This design comes from an exercise in tuning for small area and a short achievable clock period on the open sky130 flow, not from production work.
Only simulation tests tie the RTL to the original design; equivalence was not proved.
No activity file was given, so power comes from the tool's default toggle rates.

[design/flow/run.sh]
#!/bin/bash
# synth_recipe.tcl (not shown) runs the flow's synth.tcl, then flattens the netlist and writes it again
# the make line also repeats each setting of config.mk as NAME=value (left out here)
make -C /OpenROAD-flow-scripts/flow DESIGN_CONFIG=/design/flow/config.mk WORK_HOME=/design/flow/orfs CLKGATE_MAP_FILE= SYNTH_SCRIPT=/design/flow/synth_recipe.tcl finish
[design/flow/config.mk]
export PLATFORM = sky130hd
export DESIGN_NAME = dmem_responder
export DESIGN_NICKNAME = dmem_responder
export VERILOG_FILES = /design/flow/design.v
export SDC_FILE = /design/flow/constraint.sdc
export NUM_CORES = 4
export LEC_CHECK = 0
export CAP_MARGIN = 20
export CORE_MARGIN = 2
export CORE_UTILIZATION = 40
export SLEW_MARGIN = 20
[design/flow/design.v]
package dmem_pkg;
  typedef enum logic [1:0] {
    IDLE = 2'd0,
    BUSY = 2'd1,
    RESP = 2'd2
  } state_e;
  localparam int DMEM_DEPTH = 64;
  localparam int CNT_W      = 4;
  function automatic logic misaligned(input logic [1:0] lsb);
    misaligned = (lsb != 2'b00);
  endfunction
endpackage
module dmem_array #(
  parameter int DEPTH = 64,
  parameter int AW    = $clog2(DEPTH)
) (
  input  logic          clk,
  input  logic          rst_n,
  input  logic          wr_en,
  input  logic          rd_en,
  input  logic [AW-1:0] idx,
  input  logic [31:0]   wdata,
  input  logic [3:0]    lane_en,
  output logic [31:0]   rdata
);
  logic [31:0] mem_r [DEPTH];
  logic [31:0] rdata_r;
  always_ff @(posedge clk) begin
    if (wr_en) begin
      for (int i = 0; i < 4; i++) begin
        if (lane_en[i]) begin
          mem_r[idx][8*i +: 8] <= wdata[8*i +: 8];
        end
      end
    end
  end
  always_ff @(posedge clk or negedge rst_n) begin
    if (!rst_n) begin
      rdata_r <= 32'h0000_0000;
    end else if (rd_en) begin
      rdata_r <= mem_r[idx];
    end
  end
  assign rdata = rdata_r;
endmodule
module dmem_responder #(
  parameter int WAIT_CYCLES = 1,
  parameter int DEPTH       = dmem_pkg::DMEM_DEPTH
) (
  input  logic        clk,
  input  logic        rst_n,
  input  logic        req,
  input  logic        we,
  input  logic [7:0]  addr,
  input  logic [31:0] wdata,
  input  logic [3:0]  be,
  output logic [31:0] rdata,
  output logic        ack,
  output logic        err
);
  localparam int AW     = $clog2(DEPTH);
  localparam int LOAD_I = (WAIT_CYCLES > 0) ? (WAIT_CYCLES - 1) : 0;
  localparam logic [dmem_pkg::CNT_W-1:0] CNT_LOAD = LOAD_I[dmem_pkg::CNT_W-1:0];
  dmem_pkg::state_e        state_r;
  dmem_pkg::state_e        state_s;
  logic [dmem_pkg::CNT_W-1:0] cnt_r, cnt_s;
  logic             capture_s, commit_s;
  logic             cap_we_r;
  logic [7:0]       cap_addr_r;
  logic [31:0]      cap_wdata_r;
  logic             ack_r, err_r;
  logic             fld_we_s;
  logic [7:0]       fld_addr_s;
  logic [31:0]      fld_wdata_s;
  logic [3:0]       lane_s;
  logic             mis_s;
  assign fld_we_s    = (state_r == dmem_pkg::IDLE) ? we    : cap_we_r;
  assign fld_addr_s  = (state_r == dmem_pkg::IDLE) ? addr  : cap_addr_r;
  assign fld_wdata_s = (state_r == dmem_pkg::IDLE) ? wdata : cap_wdata_r;
  assign mis_s       = dmem_pkg::misaligned(fld_addr_s[1:0]);
  logic [3:0] cap_be_r;
  always_ff @(posedge clk or negedge rst_n) begin
    if (!rst_n) begin
      cap_be_r <= 4'b0000;
    end else if (capture_s) begin
      cap_be_r <= be;
    end
  end
  assign lane_s = (state_r == dmem_pkg::IDLE) ? be : cap_be_r;
  always_comb begin
    state_s   = state_r;
    cnt_s     = cnt_r;
    capture_s = 1'b0;
    commit_s  = 1'b0;
    case (state_r)
      dmem_pkg::IDLE: begin
        if (req) begin
          capture_s = 1'b1;
          if (mis_s || (WAIT_CYCLES == 0)) begin
            state_s  = dmem_pkg::RESP;
            commit_s = 1'b1;
          end else begin
            state_s = dmem_pkg::BUSY;
            cnt_s   = CNT_LOAD;
          end
        end else begin
          state_s = dmem_pkg::IDLE;
        end
      end
      dmem_pkg::BUSY: begin
        if (cnt_r == {dmem_pkg::CNT_W{1'b0}}) begin
          state_s  = dmem_pkg::RESP;
          commit_s = 1'b1;
        end else begin
          cnt_s = cnt_r - {{(dmem_pkg::CNT_W-1){1'b0}}, 1'b1};
        end
      end
      dmem_pkg::RESP: begin
        state_s = dmem_pkg::IDLE;
      end
      default: begin
        state_s = dmem_pkg::IDLE;
        cnt_s   = {dmem_pkg::CNT_W{1'b0}};
      end
    endcase
  end
  always_ff @(posedge clk or negedge rst_n) begin
    if (!rst_n) begin
      state_r     <= dmem_pkg::IDLE;
      cnt_r       <= {dmem_pkg::CNT_W{1'b0}};
      cap_we_r    <= 1'b0;
      cap_addr_r  <= 8'h00;
      cap_wdata_r <= 32'h0000_0000;
      ack_r       <= 1'b0;
      err_r       <= 1'b0;
    end else begin
      state_r <= state_s;
      cnt_r   <= cnt_s;
      if (capture_s) begin
        cap_we_r    <= we;
        cap_addr_r  <= addr;
        cap_wdata_r <= wdata;
      end
      ack_r <= (state_r == dmem_pkg::RESP);
      err_r <= (state_r == dmem_pkg::RESP) && dmem_pkg::misaligned(cap_addr_r[1:0]);
    end
  end
  dmem_array #(.DEPTH(DEPTH), .AW(AW)) u_array (
    .clk    (clk),
    .rst_n  (rst_n),
    .wr_en  (commit_s && fld_we_s && !mis_s),
    .rd_en  (commit_s && !fld_we_s && !mis_s),
    .idx    (fld_addr_s[2 +: AW]),
    .wdata  (fld_wdata_s),
    .lane_en(lane_s),
    .rdata  (rdata)
  );
  assign ack = ack_r;
  assign err = err_r;
endmodule
[design/flow/constraint.sdc]
create_clock -name core_clock -period 5.0 [get_ports {clk}]
set_input_delay 1.0000 -clock core_clock [delete_from_list [all_inputs] [get_ports {clk}]]
set_output_delay 1.0000 -clock core_clock [all_outputs]
set_load 0.01 [all_outputs]
==> run summary <==
## worst paths after layout
| kind | end | cells past startpoint | slack [ns] |
|---|---|---|---|
| worst max-delay path | u_array.rdata_r[18] | 10 | 0.86 |
| worst min-delay path | cap_addr_r[0] | 1 | 0.05 |
| worst max register to register | u_array.rdata_r[18] | 10 | 0.86 |
| worst min register to register | cap_wdata_r[28] | 2 | 0.47 |
| max in group asynchronous | u_array.rdata_r[27] | 2 | 3.83 |
| min in group core_clock | cap_wdata_r[28] | 2 | 0.47 |
## layout by cell type, fill, tap and decap left out, drive strengths merged, types with 43 or more instances in the layout
cell type      instances
a31oi                 51
clkbuf               266
mux2i                533
o22ai                248
nor2                 177
clkdlybuf4s50         80
clkinv                97
a21oi                 55
buf                  549
dfrtp                 85
nor3                 155
edfxtp              2048
o21ai                343
a22o                  50
nand2                517
nand3                 55
a22oi                226
nand4                 43
## where the power goes
| part | leakage [nW] | switching (mW) | internal, mW | total, mW |
|---|---|---|---|---|
| Combinational | 10.6 | 12.1 | 4.98 | 17.1 |
| Clock | 3.33 | 6.82 | 8.87 | 15.7 |
| Sequential | 19.5 | 0.331 | 22.8 | 23.1 |
| Total | 33.4 | 19.2 | 36.6 | 55.9 |
## routing by layer
metal | up-vias | part of all wire (%) | GRT usage [%]
met3 | 566 | 9.7 | 4.19
met5 | - | 0.020 | 0
met2 | 2940 | 46 | 38.3
met1 | 26600 | 40 | 34.0
met4 | 8 | 4.0 | 9.48
li1 | 21600 | - | -
## per-stage QoR
stage / total power [mW] / utilization (%) / setup WS, ns
2_1_floorplan: 32.2 / - / 1.42
3_3_place_gp: 40.1 / 44.2 / 0.300
3_5_place_dp: 40.4 / 44.2 / 0.299
4_1_cts: 55.9 / 47.5 / 0.994
5_1_grt: 57.6 / 47.5 / 0.807
6_report: 55.9 / 47.6 / 0.856
## state kept, by name, summed over array words and instances (netlist names)
register         count
ack_r                1
cap_addr_r           8
cap_be_r             4
cap_wdata_r         32
cap_we_r             1
cnt_r                4
err_r                1
state_r              2
u_array.mem_r     2048
u_array.rdata_r     32
## cells by family (layout without fill, tap and decap cells)
group | count (synthesis) | after routing
fa+ha+maj | 1 | 1
buf+inv | 356 | 1028
other cells | 0 | 5
flops | 2133 | 2133
xor+xnor | 2 | 2
simple gates | 1018 | 1018
mux | 541 | 541
compound gates | 1157 | 1157
## layout make-up
| class | instances | area, µm² |
|---|---|---|
| fill | 17200 | 108000 |
| sequential | 2133 | 63600 |
| multi-input combinational | 2719 | 18000 |
| timing repair buffer | 629 | 5650 |
| clock buffer | 266 | 5610 |
| tap | 2688 | 3360 |
| clock inverter | 127 | 1210 |
| inverter | 6 | 22.5 |
| antenna | 5 | 12.5 |
## worst reg2reg max path: stages (launching register included)
cell       delay (ns)
dfrtp_1          0.56
o21ai_2          0.21
buf_4            0.29
and2_4           0.56
buf_12           0.29
buf_4            0.22
mux2i_1          0.25
o22ai_1          0.10
o31a_1           0.32
a2111oi_0        0.96
a41oi_1          0.21
==> impl_metrics.tcl <==
set metrics [dict create \
    place_congestion 0.860 \
    cts-root-buf "clkbuf_16" \
    critPathMostFrequentCell "buf_4" \
    drtPass1Iterations 6 \
    ys_seq_area_share_pct 76.9 \
    insertion_delay_ns 0.86 \
    dpl_cell_area_um2 90600 \
    critPathArrivalTime_ns 4.82 \
    yosys-top-cells-area "edfxtp_1 74%, mux2i_1 6.4%, dfrtp_1 2.6%" \
    wl_mm 262 \
    ctsHoldBuffers 0 \
    cts_setup_buffers 0 \
    grt_antenna_before_repair 10 \
    critical-path-top-delay-family "compound AO/OA/AOI/OAI gates" \
    slew_viol_final 0 \
    dieArea_um2 210000 \
    clk_pin_slew_worst_paths_ns 0.06 \
    grt_max_degree 67 \
    yosys_warnings 2 \
    synthFlopType "edfxtp_1" \
    port_buffers 81 \
    synth_top_family_by_area "compound AO/OA/AOI/OAI gates" \
    via_per_inst 6.03 \
    clock_skew_ns 0.0551 \
    grt_pass1_wl_mm 370 \
    core_area_um2 205000 \
    cp_slowest_cell "a2111oi_0" \
    clockBufferDepth 3 \
    tns_ns 0 \
    max_freq_mhz 241 \
    numCtsBuffers 210 \
    p_leak_nw 33.4 \
    first_global_vias 49700 \
    dp_hpwl_mm 161 \
    slew_headroom_pct 17.5 \
    synth.most_common_cell "edfxtp_1" \
    crit_fanout 19 \
    finalCriticalPeriod_ns 4.14 \
    synth-adder-area-share_pct 0.0151 \
    worst-setup-path-type "reg -> reg" \
    hold_viol_final 0 \
    worst_slew_pin_slew_ns 1.21 \
    synthXorXnorAreaFrac_pct 0.0212 \
    rsz0062_at_grt "false" \
    synth-seq-cells 2133 \
    slowest_delay_ns 0.96 \
    yosys.area.top_type "edfxtp_1" \
    grt_overflow 0 \
    reg2reg_from "state_r[1]" \
    final_cells 8573 \
    synth_cell_types 65 \
    synthMuxAreaShare_pct 6.56 \
    synth_edf_count 2048 \
    syn-mean-instance-area_um2 15.9 \
    peakVddDrop_mv 0.742 \
    core.rowCount 166 \
    path_buf_inv 3 \
    fp.dieH_um 459 \
    layout-drive-gt1-share_pct 16.3 \
    gr-usage-all-layers_pct 24.4 \
    pin_count 82 \
    netlist_area_um2 82700 \
    critical_path.endpoint_type "flop" \
    cts_tree "yes" \
    drc 0 \
    required_ns 5.68 \
    async_flop_share_pct 3.98 \
    synth_nets 5257 \
    drv_cap 0 \
    h-tree-depth 4 \
    finalSetupViolations 0 \
    netlist_top_cells_count "2048 x edfxtp_1, 532 x mux2i_1, 517 x nand2_1" \
    fin_nets 5748 \
    place_inst 8174 \
    postCtsResizedCells 0 \
    synth_top_area_share_pct 74.4 \
    clock_sinks 2133 \
    final_area_um2 97500 \
    netlist_instances 5208 \
    num_vias 51700 \
    area_growth_pct 17.8 \
    holdWs_ns 0.0519 \
    power-per-cell-area_nw_per_um2 573 \
    period_share_pct 82.9 \
    hp-class "in -> async" \
    critPathLaunchType "flop" \
    die_w_um 459 \
    status "finished clean" \
    start_util_pct 40.3 \
    crit_chain "o21ai_2, buf_4, and2_4, buf_12, buf_4, mux2i_1, o22ai_1, o31a_1, a2111oi_0, a41oi_1" \
    synth_compound_area_share_pct 9.23 \
    routedWlPerCell_um 30.5 \
    drtAntennaViolNets 0 \
    synthSimpleGateAreaFrac_pct 5.37 \
    drt_iter0_drc 7323 \
    startpoint "state_r[1]" \
]

[what the ideal ports hide]
In the flow no input, the clock included, has a driving cell. The finished layout below was timed again as built, in two steps.
Step 1 assumes that a clkbuf_16 drives the clock port and a buf_2 every other input.
Step 2 also shifts input and output timing later by t, the mid clock arrival at the registers, as if the neighbouring blocks saw the same clock.
a / b / c = ideal / step 1 / step 2; a / b = the first two.
t (ns): 0.920
setup WS [ns]: 0.856 / 0.856 / 0.163
worst hold slack (ns): 0.052 / -0.008 / 0.474
worst setup path after step 2: input to register
worst slew at a driven data input, ns: 0.09
After both steps this run still meets setup and hold. For this run, drivers alone change the setup slack by 0.000 ns; drivers and shift together by -0.693 ns.
